What follows belongs to an exercise in optimizing a design on an open flow for small area, a short achievable clock period and few clock cycles per item; a production flow would make more cautious choices.
Only simulation tests tie the RTL to the original design; equivalence was not proved.

==> design.v <==
`default_nettype none
package bch_pkg;
    localparam int gf_width = 4;
    typedef logic [gf_width-1:0] gf_exp_t;
    typedef logic [gf_width-1:0] gf_vec_t;
    typedef logic [gf_width-1:0] loc_t;
    localparam gf_exp_t zero_exp = gf_exp_t'(15);
    function automatic gf_vec_t exp_to_vec(input gf_exp_t e);
        gf_vec_t v;
        v = 4'b0001;
        for (int i = 0; i < 14; i++) begin
            if (i < e) v = {v[2:0], 1'b0} ^ (v[3] ? 4'b0011 : 4'b0000);
        end
        if (e == zero_exp) v = 4'b0000;
        exp_to_vec = v;
    endfunction
    function automatic gf_vec_t gf_mul(input gf_vec_t a, input gf_vec_t b);
        logic [6:0] p;
        p = '0;
        for (int i = 0; i < 4; i++) begin
            if (b[i]) p = p ^ (7'(a) << i);
        end
        for (int i = 6; i >= 4; i--) begin
            if (p[i]) p = p ^ (7'b0010011 << (i - 4));
        end
        gf_mul = p[3:0];
    endfunction
    function automatic gf_vec_t gf_sq(input gf_vec_t a);
        gf_sq = gf_mul(a, a);
    endfunction
    function automatic gf_vec_t gf_inv(input gf_vec_t a);
        gf_vec_t a2, a4, a8;
        a2 = gf_sq(a);
        a4 = gf_sq(a2);
        a8 = gf_sq(a4);
        gf_inv = gf_mul(gf_mul(a8, a4), a2);
    endfunction
endpackage
`default_nettype wire
`timescale 1ns/1ps
`default_nettype none
module bch_decoder (
    input  logic             clk,
    input  logic             rst_n,
    input  logic             in_valid,
    input  bch_pkg::gf_exp_t in_syndrome,
    output logic             out_valid,
    output bch_pkg::loc_t    out_location
);
    logic [2:0]       phase;
    bch_pkg::gf_vec_t in_vec;
    bch_pkg::gf_vec_t s1;        
    bch_pkg::gf_vec_t det;       
    bch_pkg::gf_vec_t num;       
    bch_pkg::gf_vec_t s1_cube;
    bch_pkg::gf_vec_t s1_fifth;
    logic             fire;
    always_ff @(posedge clk or negedge rst_n) begin
        if (!rst_n) begin
            phase <= '0;
        end else if (phase == 3'd0) begin
            phase <= in_valid ? 3'd1 : 3'd0;
        end else begin
            phase <= phase + 3'd1;
        end
    end
    always_comb begin
        in_vec   = bch_pkg::exp_to_vec(in_syndrome);
        s1_cube  = bch_pkg::gf_mul(bch_pkg::gf_sq(s1), s1);
        s1_fifth = bch_pkg::gf_mul(bch_pkg::gf_sq(bch_pkg::gf_sq(s1)), s1);
    end
    always_ff @(posedge clk) begin
        if (phase == 3'd0) s1 <= in_vec;
        if (phase == 3'd2) det <= in_vec ^ s1_cube;
        if (phase == 3'd4) num <= in_vec ^ s1_fifth;
    end
    assign fire = (phase == 3'd5);
    bch_pkg::gf_vec_t p, sig2, sig3, xv;
    bch_pkg::gf_vec_t tk [4];
    bch_pkg::gf_vec_t lo_sum [4];
    bch_pkg::gf_vec_t hi_sum [4];
    logic [14:0]      is_root;
    always_comb begin
        p    = bch_pkg::gf_mul(num, bch_pkg::gf_inv(det));
        sig2 = bch_pkg::gf_sq(s1) ^ p;
        sig3 = det ^ s1_cube ^ bch_pkg::gf_mul(s1, p);
        for (int k = 0; k < 4; k++) begin
            tk[k] = bch_pkg::gf_mul(s1, bch_pkg::exp_to_vec(4'(2 * k)))
                  ^ bch_pkg::gf_mul(sig2, bch_pkg::exp_to_vec(4'(k)));
        end
        lo_sum[0] = 4'b0000;
        lo_sum[1] = tk[0];
        lo_sum[2] = tk[1];
        lo_sum[3] = tk[0] ^ tk[1];
        hi_sum[0] = sig3;
        hi_sum[1] = sig3 ^ tk[2];
        hi_sum[2] = sig3 ^ tk[3];
        hi_sum[3] = sig3 ^ tk[2] ^ tk[3];
        for (int i = 0; i < 15; i++) begin
            xv = bch_pkg::exp_to_vec(4'(i));
            is_root[i] = ((lo_sum[xv[1:0]] ^ hi_sum[xv[3:2]])
                          == bch_pkg::exp_to_vec(4'((3 * i) % 15)));
        end
    end
    bch_pkg::loc_t next_loc;
    always_comb begin
        next_loc = 4'd15;
        for (int i = 14; i >= 0; i--) begin
            if (is_root[i] && (fire || 4'(i) > out_location)) next_loc = 4'(i);
        end
    end
    always_ff @(posedge clk or negedge rst_n) begin
        if (!rst_n) begin
            out_valid    <= 1'b0;
            out_location <= '0;
        end else if (phase >= 3'd5) begin
            out_valid    <= 1'b1;
            out_location <= next_loc;
        end else begin
            out_valid    <= 1'b0;
            out_location <= '0;
        end
    end
endmodule
`default_nettype wire
==> flow/run.sh <==
#!/bin/bash
# Own layout flow: the standard synthesis, then the combinational logic
# is re-mapped by ABC with an area-oriented script (the standard synthesis
# extracts half adders from the GF(16) XOR logic and upsizes for a 60 ps
# target). Registers are kept exactly as the standard synthesis made them.
# Then the standard layout from floorplan to finish.
set -euo pipefail
here=$(pwd)
R=$here/orfs/results/${FLOW_PLATFORM}/bch_decoder/base
bash standard.sh synth > $here/synth_standard.log 2>&1
cp $R/1_2_yosys.v $here/1_2_yosys.standard.v
STD_NETLIST=$here/1_2_yosys.standard.v OUT_NETLIST=$here/1_2_yosys.remapped.v \
  yosys -c $here/flow/remap.tcl > $here/remap.log 2>&1
cp $here/1_2_yosys.remapped.v $R/1_2_yosys.v
rm -f $R/1_synth.odb $R/1_synth.sdc
bash standard.sh "BUFFER_PORTS_ARGS=-buffer_cell sky130_fd_sc_hd__buf_1" finish > $here/layout.log 2>&1
==> flow/remap.tcl <==
# Re-map the combinational logic of the standard synthesis netlist.
# Flip-flops stay the exact instances (names, cell types) that synthesis made.
yosys -import
set lib $::env(FLOW_HOME)/platforms/sky130hd/lib/sky130_fd_sc_hd__tt_025C_1v80.lib
set top $::env(FLOW_TOP)
set out $::env(OUT_NETLIST)

# Cell models: combinational cells as logic, sequential cells kept whole
read_liberty -ignore_miss_func $lib
read_verilog $::env(STD_NETLIST)
hierarchy -top $top
set fh [open $::env(STD_NETLIST)]
set text [read $fh]
close $fh
set seq [lsort -unique [regexp -all -inline {sky130_fd_sc_hd__(?:df|edf|sdf|sedf|dl)[a-z0-9_]*} $text]]
puts "sequential cells: $seq"
blackbox {*}$seq
flatten
select $top
write_verilog -noattr -selected $out.generic.v
select -clear

set du {}
foreach c {probe_p_8 probec_p_8 lpflow_bleeder_1 lpflow_clkbufkapwr_1 lpflow_clkbufkapwr_16 lpflow_clkbufkapwr_2 lpflow_clkbufkapwr_4 lpflow_clkbufkapwr_8 lpflow_clkinvkapwr_1 lpflow_clkinvkapwr_16 lpflow_clkinvkapwr_2 lpflow_clkinvkapwr_4 lpflow_clkinvkapwr_8 lpflow_decapkapwr_12 lpflow_decapkapwr_3 lpflow_decapkapwr_4 lpflow_decapkapwr_6 lpflow_decapkapwr_8 lpflow_inputiso0n_1 lpflow_inputiso0p_1 lpflow_inputiso1n_1 lpflow_inputiso1p_1 lpflow_inputisolatch_1 lpflow_isobufsrc_1 lpflow_isobufsrc_16 lpflow_isobufsrc_2 lpflow_isobufsrc_4 lpflow_isobufsrc_8 lpflow_isobufsrckapwr_16 lpflow_lsbuf_lh_hl_isowell_tap_1 lpflow_lsbuf_lh_hl_isowell_tap_2 lpflow_lsbuf_lh_hl_isowell_tap_4 lpflow_lsbuf_lh_isowell_4 lpflow_lsbuf_lh_isowell_tap_1 lpflow_lsbuf_lh_isowell_tap_2 lpflow_lsbuf_lh_isowell_tap_4} {
  lappend du -dont_use sky130_fd_sc_hd__$c
}

# A few area-oriented ABC scripts; the smallest result is kept
set scripts {
  {+strash;dc2;dc2;dch,-f;amap}
  {+strash;dc2;dc2;dch,-f;amap;strash;dch,-f;amap}
  {+strash;dc2;dc2;dch,-f;amap,-m;strash;dch,-f;amap,-m}
  {+strash;dch,-f;amap;strash;dch,-f;amap}
  {+strash;dc2;dch,-f;amap;strash;dc2;dch,-f;amap}
  {+strash;dc2;dc2;&get,-n;&dch,-f;&nf,-R,1000;&put}
  {+strash;dc2;dc2;&get,-n;&dc2;&dch,-f;&nf,-R,1000;&put}
  {+strash;dc2;dc2;dch,-f;amap;strash;&get,-n;&dch,-f;&nf,-R,1000;&put}
}
set best_area 1e9
set i 0
foreach sc $scripts {
  design -reset
  read_liberty -lib $lib
  read_verilog $out.generic.v
  hierarchy -top $top
  techmap
  opt -purge
  abc -liberty $lib {*}$du -script $sc
  opt_clean -purge
  splitnets
  opt_clean -purge
  hilomap -singleton -hicell sky130_fd_sc_hd__conb_1 HI -locell sky130_fd_sc_hd__conb_1 LO
  insbuf -buf sky130_fd_sc_hd__buf_1 A X
  opt_clean -purge
  check -assert
  tee -o $out.stat$i.txt stat -liberty $lib
  set fh [open $out.stat$i.txt]
  set st [read $fh]
  close $fh
  regexp {Chip area for module[^:]*:\s*([0-9.]+)} $st -> area
  puts "script $i ($sc): area $area"
  select $top
  write_verilog -noattr -nohex -nodec -selected $out.cand$i.v
  select -clear
  if {$area < $best_area} {
    set best_area $area
    set best $i
  }
  incr i
}
puts "kept script $best, area $best_area"
file copy -force $out.cand$best.v $out
==> standard.sh <==
#!/bin/bash
# synth_recipe.tcl (not shown) runs the flow's synth.tcl, then flattens the netlist and writes it again
# the make line also repeats each setting of config.mk as NAME=value (left out here)
make -C /OpenROAD-flow-scripts/flow DESIGN_CONFIG=/design/flow/config.mk WORK_HOME=/design/flow/orfs CLKGATE_MAP_FILE= SYNTH_SCRIPT=/design/flow/synth_recipe.tcl "${@:-finish}"
==> config.mk <==
export PLATFORM = sky130hd
export DESIGN_NAME = bch_decoder
export DESIGN_NICKNAME = bch_decoder
export VERILOG_FILES = /design/flow/design.v
export SDC_FILE = /design/flow/constraint.sdc
export NUM_CORES = 4
export LEC_CHECK = 0
export CAP_MARGIN = 20
export CORE_MARGIN = 2
export CORE_UTILIZATION = 40
export CTS_BUF_LIST = sky130_fd_sc_hd__clkbuf_4
export SLEW_MARGIN = 20
==> constraint.sdc <==
create_clock -name core_clock -period 60.0 [get_ports {clk}]
set_input_delay 12.0000 -clock core_clock [delete_from_list [all_inputs] [get_ports {clk}]]
set_output_delay 12.0000 -clock core_clock [all_outputs]
set_load 0.01 [all_outputs]
==> metrics.log, run 1 <==
INFO  metric status = timing/DRC/antenna clean
INFO  metric routed_wire_length_per_instance = between 15 and 20 µm
INFO  metric final_cell_mix = nor2_1 (98), clkinv_1 (75), o22ai_1 (55)
INFO  metric mappedNetlistNets = ~440
INFO  metric maxCapViolations = 0
INFO  metric cts.repair.resized = 0
INFO  metric routed_via_density = 6.27
INFO  metric worst_slew_margin_rel = about a quarter
INFO  metric ctsRootBufferMaster = clkbuf_4
INFO  metric multi_input_area = between 0.0015 and 0.002 mm²
INFO  metric clk_pin_slew_worst_paths = between 100 and 150 ps
INFO  metric tritoncts = done
INFO  metric grt_max_degree = 13
INFO  metric syn-cell-area = ~0.0026 mm²
INFO  metric min-delay-path-class = register to register
INFO  metric postCtsSetupBuffers = 0
INFO  metric grt_pass1_wl = about 13000 µm
INFO  metric place.gp.congestion = approximately 1.1
INFO  metric groute.usage.overall = roughly 23%
INFO  metric drt-pass1-iter-count = 6
INFO  metric required = 60150 ps
INFO  metric timing.setup.tns = 0 ps
INFO  metric layout.cell_area.non_filler = 0.00275 mm²
INFO  metric clock.fmax = approximately 77 MHz
INFO  metric io_count = 12
INFO  metric clk_latency = roughly 300 ps
INFO  metric library_cell_appearing_most_often_on_the_critical_path = clkinv_1
INFO  metric cts_buffers = 3
INFO  metric nets = between 400 and 500
INFO  metric rows = 29
INFO  metric fin_worst_skew = about 5.2 ps
INFO  metric floorplan.initialDensity = a little over 40%
INFO  metric clkSinkCount = 20
INFO  metric report.final.setup_viol = 0
INFO  metric postRouteWirelength = around 8000 µm
INFO  metric fin_worst_hold_slack = between 400 and 500 ps
INFO  metric final_min_period_over_clock_period = around 22%
INFO  metric synthCells = between 400 and 500
INFO  metric timing.critical_path.fanout_max = 7
INFO  metric syn_area_per_cell = slightly above 6 µm²
INFO  metric critical_path.max_stage_delay = just under 300 ps
INFO  metric vias_in_the_first_global_route = about 2900
INFO  metric worstSetupEndpointType = register
INFO  metric post_dp_cell_area = about 0.0027 mm²
INFO  metric timing.final.hold_violations = 0
INFO  metric timing.critical_path.cells = buf_1 -> clkinv_1 -> a211oi_1 -> a21oi_1 -> o21ai_0 -> clkinv_1 -> o22ai_1
INFO  metric utilization = between 40% and 50%
INFO  metric drv_slew = 0
INFO  metric layout-drive-gt1-share = 0.911%
INFO  metric fp.coreArea = about 0.0063 mm²
INFO  metric setup.worst_path.class = primary input to register
INFO  metric max_slew.worst_pin.slew = between 1000 and 1500 ps
INFO  metric die_h = around 85 µm
INFO  metric setup_repair_after_global_routing_missed_its_margin = false
INFO  metric number_of_antenna_violations_at_the_first_check_in_global_routing = 0
INFO  metric insertedDiodeCount = 0
INFO  metric clock_tree.htree_level_count = 1
INFO  metric globalRouteOverflowTotal = 0
INFO  metric worst-endpoint-arrival = 13210 ps
INFO  metric die-area = 0.00716 mm²
INFO  metric cts_hold_repair.buffers = 0
INFO  metric nFillCells = ~690
INFO  metric place.detailed.hpwl = between 6000 and 7000 µm
INFO  metric synthToLayoutAreaGrowth = 5.87%
INFO  metric die_w = about 85 µm
INFO  metric cts-root-to-sink-buffers = 2
INFO  metric cpLargestDelayFamily = compound AO/OA/AOI/OAI gates
INFO  metric critical_path.startpoint_type = primary input
INFO  metric num_vias = between 3000 and 4000
INFO  metric crit_slowest_cell = a211oi_1
INFO  metric register_area = ~560 µm²
INFO  metric drt_first_iter_violations = between 300 and 400
INFO  metric final_common_cell = nor2_1
INFO  metric count_of_synthesis_stage_warnings_from_yosys = 4
INFO  metric final_antenna_net_count = 0
INFO  metric period_minus_slack = 13060 ps
INFO  metric port_buffers = 11
INFO  metric drc_errors = 0
INFO  metric worstPathBufferInverterCount = 3
-- metrics by stage --
step / setup WS (ps) / cells
2_1_floorplan: 47080 / 428
3_3_place_gp: 46740 / 512
3_5_place_dp: 46670 / 512
4_1_cts: 46970 / 516
5_1_grt: 46640 / 516
6_report: 46940 / 516
-- final cells by class --
class                   count  area share [%]
well taps                  77            3.50
clock buffers               3           0.818
inverters                  74            10.1
multi-input cells         329            63.3
repair buffers             12            1.77
clock inverters             1           0.136
flip-flops and latches     20            20.4
-- worst paths after layout --
kind                                 from         endpoint  slack [ps]  cells after the start
max                        in_syndrome[1]           num[1]       46940                      7
min                              phase[0]         phase[0]         470                      1
max reg2reg                        det[3]  out_location[0]       52170                     32
min reg2reg                      phase[0]         phase[0]         470                      1
max in group asynchronous           rst_n  out_location[3]       48120                      1
min in group asynchronous           rst_n  out_location[1]       11590                      1
-- registers in the layout, indices dropped and copies added, names as in the netlist --
signal	count
num	4
out_location	4
s1	4
det	4
phase	3
out_valid	1
-- layer usage --
layer / part of all wire, % / vias to the layer above / global-route usage (%)
li1: - / 1614 / -
met4: 4.7 / 0 / 9.96
met1: 44 / 1405 / 29.6
met5: 0 / - / 0
met2: 44 / 173 / 36.4
met3: 7.4 / 41 / 3.83
Testbench counts, summed over its fixed seeds: cycles 32,000, blocks 4,000.
==> run 2: changes to the inputs <==
--- a/design.v
+++ b/design.v
@@ -50,2 +50,4 @@
     logic [2:0]       phase;
+    logic             det_zero;
+    logic             beat;
     bch_pkg::gf_vec_t in_vec;
@@ -62,2 +64,4 @@
             phase <= in_valid ? 3'd1 : 3'd0;
+        end else if (phase == 3'd6 && det_zero) begin
+            phase <= 3'd0;
         end else begin
@@ -76,3 +80,5 @@
     end
-    assign fire = (phase == 3'd5);
+    assign det_zero = (det == 4'b0000);
+    assign fire     = det_zero ? (phase == 3'd4) : (phase == 3'd5);
+    assign beat     = (phase >= 3'd5) || fire;
     bch_pkg::gf_vec_t p, sig2, sig3, xv;
@@ -115,3 +121,3 @@
             out_location <= '0;
-        end else if (phase >= 3'd5) begin
+        end else if (beat) begin
             out_valid    <= 1'b1;
--- a/flow/remap.tcl
+++ b/flow/remap.tcl
@@ -71,2 +71,36 @@
 puts "kept script $best, area $best_area"
-file copy -force $out.cand$best.v $out
+
+# The syndrome input arrives late in the cycle: map again, for delay, the
+# few gates between it and the registers it feeds
+design -reset
+read_liberty -ignore_miss_func $lib
+read_verilog $out.cand$best.v
+hierarchy -top $top
+blackbox {*}$seq
+yosys cd $top
+set stops ""
+foreach c $seq { append stops ":-$c" {[Q]} }
+set expr "w:in_syndrome %co*$stops"
+foreach c $seq { append expr " t:$c %d" }
+select -set cone {*}$expr
+select -list @cone
+setattr -set keep_hierarchy 1 * @cone %d
+yosys cd
+flatten
+select -clear
+setattr -unset keep_hierarchy $top/*
+select $top
+write_verilog -noattr -selected $out.cone.v
+select -clear
+design -reset
+read_liberty -lib $lib
+read_verilog $out.cone.v
+hierarchy -top $top
+techmap
+opt -purge
+abc -liberty $lib {*}$du -script {+strash;balance;dch,-f;map,-a}
+opt_clean -purge
+check -assert
+tee -o $out.stat_final.txt stat -liberty $lib $top
+select $top
+write_verilog -noattr -nohex -nodec -selected $out
==> metrics.log, run 2 <==
INFO  metric clk_pin_slew_worst_paths = 100 ps (was 110 ps)
INFO  metric number_of_antenna_violations_at_the_first_check_in_global_routing = 0 (unchanged)
INFO  metric syn_area_per_cell = 6.00 µm² (was 6.07 µm²)
INFO  metric drv_slew = 0 (unchanged)
INFO  metric cts-root-to-sink-buffers = 2 (unchanged)
INFO  metric status = timing/DRC/antenna clean (unchanged)
INFO  metric final_common_cell = nor2_1 (unchanged)
INFO  metric reg2reg_depth = 34 (was 32)
INFO  metric ctsRootBufferMaster = clkbuf_4 (unchanged)
INFO  metric final_cell_mix = nor2_1 (123), clkinv_1 (76), o22ai_1 (57) (was nor2_1 (98), clkinv_1 (75), o22ai_1 (55))
INFO  metric final_min_period_over_clock_period = 21.6% (was 21.8%)
INFO  metric cts.repair.resized = 0 (unchanged)
INFO  metric critical_path.startpoint_type = primary input (unchanged)
INFO  metric timing.setup.tns = 0 ps (unchanged)
INFO  metric mappedNetlistNets = 455 (was 435)
INFO  metric vias_in_the_first_global_route = 2919 (was 2872)
INFO  metric routed_wire_length_per_instance = 15.1 µm (was 15.7 µm)
INFO  metric postCtsSetupBuffers = 0 (unchanged)
INFO  metric timing.critical_path.fanout_max = 5 (was 7)
INFO  metric io_count = 12 (unchanged)
INFO  metric timing.critical_path.cells = buf_1 -> nor2_1 -> o31ai_1 -> mux2i_1 (was buf_1 -> clkinv_1 -> a211oi_1 -> a21oi_1 -> o21ai_0 -> clkinv_1 -> o22ai_1)
INFO  metric layout-drive-gt1-share = 1.52% (was 0.911%)
INFO  metric die_h = 86.0 µm (was 84.6 µm)
INFO  metric num_vias = 3241 (was 3233)
INFO  metric worst-endpoint-arrival = 12980 ps (was 13210 ps)
INFO  metric synthToLayoutAreaGrowth = 6.37% (was 5.87%)
INFO  metric place.gp.congestion = 0.973 (was 1.06)
INFO  metric drt-pass1-iter-count = 7 (was 6)
INFO  metric report.final.setup_viol = 0 (unchanged)
INFO  metric maxCapViolations = 0 (unchanged)
INFO  metric clk_latency = 290 ps (was 300 ps)
INFO  metric r2r_slack = 52470 ps (was 52170 ps)
INFO  metric crit-reg2reg-launch = det[3] (unchanged)
INFO  metric clock.fmax = 77.0 MHz (was 76.6 MHz)
INFO  metric rows = 29 (unchanged)
INFO  metric syn-cell-area = 0.00269 mm² (was 0.00260 mm²)
INFO  metric met2_wirelength_from_detailed_routing = 3430 µm (was 3580 µm)
INFO  metric floorplan.initialDensity = 41.9% (was 41.2%)
INFO  metric nets = 470 (was 447)
INFO  metric place.detailed.hpwl = 6720 µm (was 6610 µm)
INFO  metric post_dp_cell_area = 0.00283 mm² (was 0.00273 mm²)
INFO  metric clock_tree.htree_level_count = 1 (unchanged)
INFO  metric worst_hold_path.endpoint = phase[0] (unchanged)
INFO  metric min-delay-path-class = register to register (unchanged)
INFO  metric synthCells = 448 (was 428)
INFO  metric routed_via_density = 6.01 (was 6.27)
INFO  metric highest-signal-layer = met4 (unchanged)
INFO  metric hold-path-cell-count = 1 (unchanged)
INFO  metric worst_slew_margin_rel = 35.9% (was 25.0%)
INFO  metric globalRouteOverflowTotal = 0 (unchanged)
INFO  metric tritoncts = done (unchanged)
INFO  metric setup_repair_after_global_routing_missed_its_margin = false (unchanged)
INFO  metric critical_path.max_stage_delay = 540 ps (was 290 ps)
INFO  metric postRouteWirelength = 8130 µm (was 8120 µm)
INFO  metric drc_errors = 0 (unchanged)
INFO  metric die_w = 86.0 µm (was 84.6 µm)
INFO  metric total_length_of_routed_met3_wires = 586 µm (was 599 µm)
INFO  metric die-area = 0.00739 mm² (was 0.00716 mm²)
INFO  metric grt_pass1_wl = 13600 µm (was 13400 µm)
INFO  metric clkSinkCount = 20 (unchanged)
INFO  metric fin_worst_skew = 6.40 ps (was 5.16 ps)
INFO  metric wirelength_met1 = 3770 µm (was 3560 µm)
INFO  metric count_of_synthesis_stage_warnings_from_yosys = 4 (unchanged)
INFO  metric cts_buffers = 3 (unchanged)
INFO  metric setup.worst_path.class = primary input to register (unchanged)
INFO  metric insertedDiodeCount = 0 (unchanged)
INFO  metric cts_hold_repair.buffers = 0 (unchanged)
INFO  metric pre_cts_slack = 46720 ps (was 46670 ps)
INFO  metric timing.final.hold_violations = 0 (unchanged)
INFO  metric grt_max_degree = 17 (was 13)
INFO  metric worstSetupEndpointType = register (unchanged)
INFO  metric port_buffers = 11 (unchanged)
INFO  metric worst_hold_startpoint = phase[0] (unchanged)
INFO  metric max_slew.worst_pin.slew = 952 ps (was 1100 ps)
INFO  metric crit_slowest_cell = o31ai_1 (was a211oi_1)
INFO  metric fp.coreArea = 0.00642 mm² (was 0.00631 mm²)
INFO  metric regToRegEndpoint = out_location[0] (unchanged)
INFO  metric final.setup.worst_slack = 47020 ps (was 46940 ps)
INFO  metric period_minus_slack = 12980 ps (was 13060 ps)
INFO  metric groute.usage.overall = 22.7% (was 22.6%)
INFO  metric layout.cell_area.non_filler = 0.00286 mm² (was 0.00275 mm²)
INFO  metric drt_first_iter_violations = 339 (was 333)
INFO  metric required = 60000 ps (was 60150 ps)
INFO  metric final_antenna_net_count = 0 (unchanged)
-- run 2: how the worst max path moves through the flow --
| stage | startpoint | endpoint | slack, ps | depth (start not counted) |
|---|---|---|---|---|
| global route | in_syndrome[3] | det[1] | 46880 | 4 |
| floorplan | in_syndrome[0] | num[2] | 47040 | 6 |
| finish | in_syndrome[3] | num[1] | 47020 | 4 |
| detailed placement | in_syndrome[3] | det[1] | 46720 | 4 |
| global placement | in_syndrome[0] | num[2] | 46830 | 7 |
| CTS | in_syndrome[3] | det[1] | 47030 | 4 |
-- run 2: critical path: cells and delay by family --
| family | cells | cell delay (ps) |
|---|---|---|
| AND/OR/NAND/NOR | 1 | 100 |
| multiplexers | 1 | 160 |
| AO/OA/AOI/OAI | 1 | 540 |
| buffers and inverters | 1 | 190 |
-- run 2: area by class of cell --
class | count | area (µm²)
clock buffer | 3 | 22.5
clock inverter | 1 | 3.75
sequential | 20 | 561
tap | 77 | 96.3
timing repair buffer | 14 | 63.8
multi-input combinational | 349 | 1830
fill | 685 | 3560
inverter | 75 | 282
-- run 2: per-stage QoR --
| stage | instances | utilization [%] | hold slack (ps) |
|---|---|---|---|
| floorplan | 448 | - | 483 |
| global placement | 535 | 44.1 | 508 |
| detailed placement | 535 | 44.1 | 520 |
| CTS | 539 | 44.5 | 542 |
| global route | 539 | 44.5 | 566 |
| finish | 539 | 44.5 | 537 |
-- run 2: metal layers --
| layer | GRT usage [%] | up-vias |
|---|---|---|
| met5 | 0 | - |
| met4 | 9.38 | 0 |
| met3 | 3.37 | 27 |
| met2 | 35.1 | 154 |
| met1 | 31.6 | 1384 |
| li1 | - | 1676 |
Testbench counts of run 2, summed over its fixed seeds: cycles 29,957, blocks 4,000.
==> run 3: changes to the inputs <==
--- a/config.mk
+++ b/config.mk
@@ -10,3 +10,2 @@
 export CORE_UTILIZATION = 40
-export CTS_BUF_LIST = sky130_fd_sc_hd__clkbuf_4
 export SLEW_MARGIN = 20
==> metrics.log, run 3 <==
INFO  metric status = timing/DRC/antenna clean (unchanged)
INFO  metric drv_slew = 0 (unchanged)
INFO  metric timing.setup.tns = 0 ps (unchanged)
INFO  metric worst_hold_startpoint = phase[0] (unchanged)
INFO  metric r2r_slack = 52450 ps (was 52470 ps)
INFO  metric vias_in_the_first_global_route = 2918 (was 2919)
INFO  metric postRouteWirelength = 8120 µm (was 8130 µm)
INFO  metric cpLargestDelayFamily = compound AO/OA/AOI/OAI gates (unchanged)
INFO  metric num_vias = 3236 (was 3241)
INFO  metric synthToLayoutAreaGrowth = 7.45% (was 6.37%)
INFO  metric hold-path-cell-count = 1 (unchanged)
INFO  metric tritoncts = done (unchanged)
INFO  metric die_h = 86.0 µm (unchanged)
INFO  metric mappedNetlistNets = 455 (unchanged)
INFO  metric fp.coreArea = 0.00642 mm² (unchanged)
INFO  metric place.gp.congestion = 0.973 (unchanged)
INFO  metric drt-pass1-iter-count = 5 (was 7)
INFO  metric critical_path.max_stage_delay = 550 ps (was 540 ps)
INFO  metric fin_worst_skew = 0.807 ps (was 6.40 ps)
INFO  metric postCtsSetupBuffers = 0 (unchanged)
INFO  metric worstSetupEndpointType = register (unchanged)
INFO  metric fin_worst_hold_slack = 533 ps (was 537 ps)
INFO  metric routed_via_density = 6.00 (was 6.01)
INFO  metric rows = 29 (unchanged)
INFO  metric final_cell_mix = nor2_1 (123), clkinv_1 (75), o22ai_1 (57) (was nor2_1 (123), clkinv_1 (76), o22ai_1 (57))
INFO  metric clkSinkCount = 20 (unchanged)
INFO  metric cts_hold_repair.buffers = 0 (unchanged)
INFO  metric nets = 470 (unchanged)
INFO  metric layout.cell_area.non_filler = 0.00289 mm² (was 0.00286 mm²)
INFO  metric maxCapViolations = 0 (unchanged)
INFO  metric reg2reg_depth = 34 (unchanged)
INFO  metric period_minus_slack = 13040 ps (was 12980 ps)
INFO  metric report.final.setup_viol = 0 (unchanged)
INFO  metric grt_pass1_wl = 13600 µm (about the same)
INFO  metric setup_repair_after_global_routing_missed_its_margin = false (unchanged)
INFO  metric syn_area_per_cell = 6.00 µm² (unchanged)
INFO  metric clk_latency = 250 ps (was 290 ps)
INFO  metric ctsRootBufferMaster = clkbuf_8 (was clkbuf_4)
INFO  metric insertedDiodeCount = 0 (unchanged)
INFO  metric cts_buffers = 3 (unchanged)
INFO  metric drc_errors = 0 (unchanged)
INFO  metric groute.usage.overall = 22.7% (about the same)
INFO  metric setup.worst_path.class = primary input to register (unchanged)
INFO  metric post_dp_cell_area = 0.00283 mm² (unchanged)
INFO  metric final_cell_count_no_fill = 539 (unchanged)
INFO  metric timing.final.hold_violations = 0 (unchanged)
INFO  metric die_w = 86.0 µm (unchanged)
INFO  metric worstPathBufferInverterCount = 1 (unchanged)
INFO  metric worst_hold_path.endpoint = phase[0] (unchanged)
INFO  metric io_count = 12 (unchanged)
INFO  metric max_slew.worst_pin.slew = 976 ps (was 952 ps)
INFO  metric cts-root-to-sink-buffers = 2 (unchanged)
INFO  metric layout-drive-gt1-share = 1.73% (was 1.52%)
INFO  metric final_min_period_over_clock_period = 21.7% (was 21.6%)
INFO  metric cts.repair.resized = 0 (unchanged)
INFO  metric number_of_antenna_violations_at_the_first_check_in_global_routing = 0 (unchanged)
INFO  metric timing.critical_path.cells = buf_1 -> nor2_1 -> o31ai_1 -> mux2i_1 (unchanged)
INFO  metric placedCellCount = 535 (unchanged)
INFO  metric place.detailed.hpwl = 6720 µm (unchanged)
INFO  metric critical_path.startpoint_type = primary input (unchanged)
INFO  metric drt_first_iter_violations = 279 (was 339)
INFO  metric port_buffers = 11 (unchanged)
INFO  metric timing.critical_path.fanout_max = 5 (unchanged)
INFO  metric worst_slew_margin_rel = 34.2% (was 35.9%)
INFO  metric regToRegEndpoint = out_location[0] (unchanged)
INFO  metric die-area = 0.00739 mm² (unchanged)
INFO  metric globalRouteOverflowTotal = 0 (unchanged)
INFO  metric syn-cell-area = 0.00269 mm² (unchanged)
INFO  metric crit-reg2reg-launch = det[1] (was det[3])
INFO  metric required = 59960 ps (was 60000 ps)
INFO  metric synthCells = 448 (unchanged)
INFO  metric crit_slowest_cell = o31ai_1 (unchanged)
INFO  metric min-delay-path-class = register to register (unchanged)
INFO  metric final_antenna_net_count = 0 (unchanged)
INFO  metric clock_tree.htree_level_count = 1 (unchanged)
INFO  metric count_of_synthesis_stage_warnings_from_yosys = 4 (unchanged)
INFO  metric routed_wire_length_per_instance = 15.1 µm (about the same)
INFO  metric grt_max_degree = 17 (unchanged)
INFO  metric floorplan.initialDensity = 41.9% (unchanged)
INFO  metric worst-endpoint-arrival = 13000 ps (was 12980 ps)
INFO  metric clk_pin_slew_worst_paths = 70 ps (was 100 ps)
INFO  metric clock.fmax = 76.7 MHz (was 77.0 MHz)
INFO  metric final_common_cell = nor2_1 (unchanged)
==> run 3: worst max path at each step <==
| stage | start | to | slack, ps | cells after the start |
|---|---|---|---|---|
| after floorplan | in_syndrome[0] | num[2] | 47040 | 6 |
| after global placement | in_syndrome[0] | num[2] | 46830 | 7 |
| after detailed placement | in_syndrome[3] | det[1] | 46720 | 4 |
| after CTS | in_syndrome[3] | det[1] | 46980 | 4 |
| after global routing | in_syndrome[3] | det[1] | 46830 | 4 |
| final | in_syndrome[3] | num[1] | 46960 | 4 |
==> run 3: cell type report <==
cell class                      instances  area, µm²
Inverter                               75        282
Multi-Input combinational cell        349       1830
Sequential cell                        20        561
Clock buffer                            4       55.1
Tap cell                               77       96.3
Timing Repair Buffer                   14       63.8
Fill cell                             682       3530
==> run 3: stage by stage <==
stage          utilization [%]  worst slack (ps)
3_3_place_gp              44.1             46830
4_1_cts                   45.0             46980
5_1_grt                   45.0             46830
2_1_floorplan                -             47040
3_5_place_dp              44.1             46720
6_report                  45.0             46960
==> run 3: metal layers <==
metal / vias to the layer above / GRT usage (%) / part of all wire (%)
li1: 1676 / - / -
met1: 1389 / 31.6 / 46
met2: 146 / 35.2 / 43
met3: 25 / 3.37 / 7.2
met4: 0 / 8.95 / 3.9
met5: - / 0 / 0

-- static timing again, ports no longer ideal --
In the flow no input, the clock included, has a driving cell. The finished layouts below were timed again as built, in two steps.
Step 1, drivers: a clkbuf_16 drives clk and a buf_2 each remaining input, both assumed.
Step 2 times the ports against the registers' clock, not the clock port: input delays grow and output delays shrink by t, the midpoint of the rising clock arrivals with the driver on.
Slacks: ideal ports / drivers / drivers and shift; pairs: ideal ports / drivers.
run | t, ns | setup slack, ns | worst hold slack (ns)
run 1 | 0.314 | 46.939 / 46.936 / 46.623 | 0.467 / 0.467 / 0.467
run 2 | 0.304 | 47.020 / 47.018 / 46.714 | 0.537 / 0.537 / 0.537
run 3 | 0.269 | 46.960 / 46.960 / 46.692 | 0.533 / 0.533 / 0.533
After both steps every run listed still meets setup and hold. For run 1, which loses most, drivers alone change the setup slack by -0.003 ns; drivers and shift together by -0.316 ns.
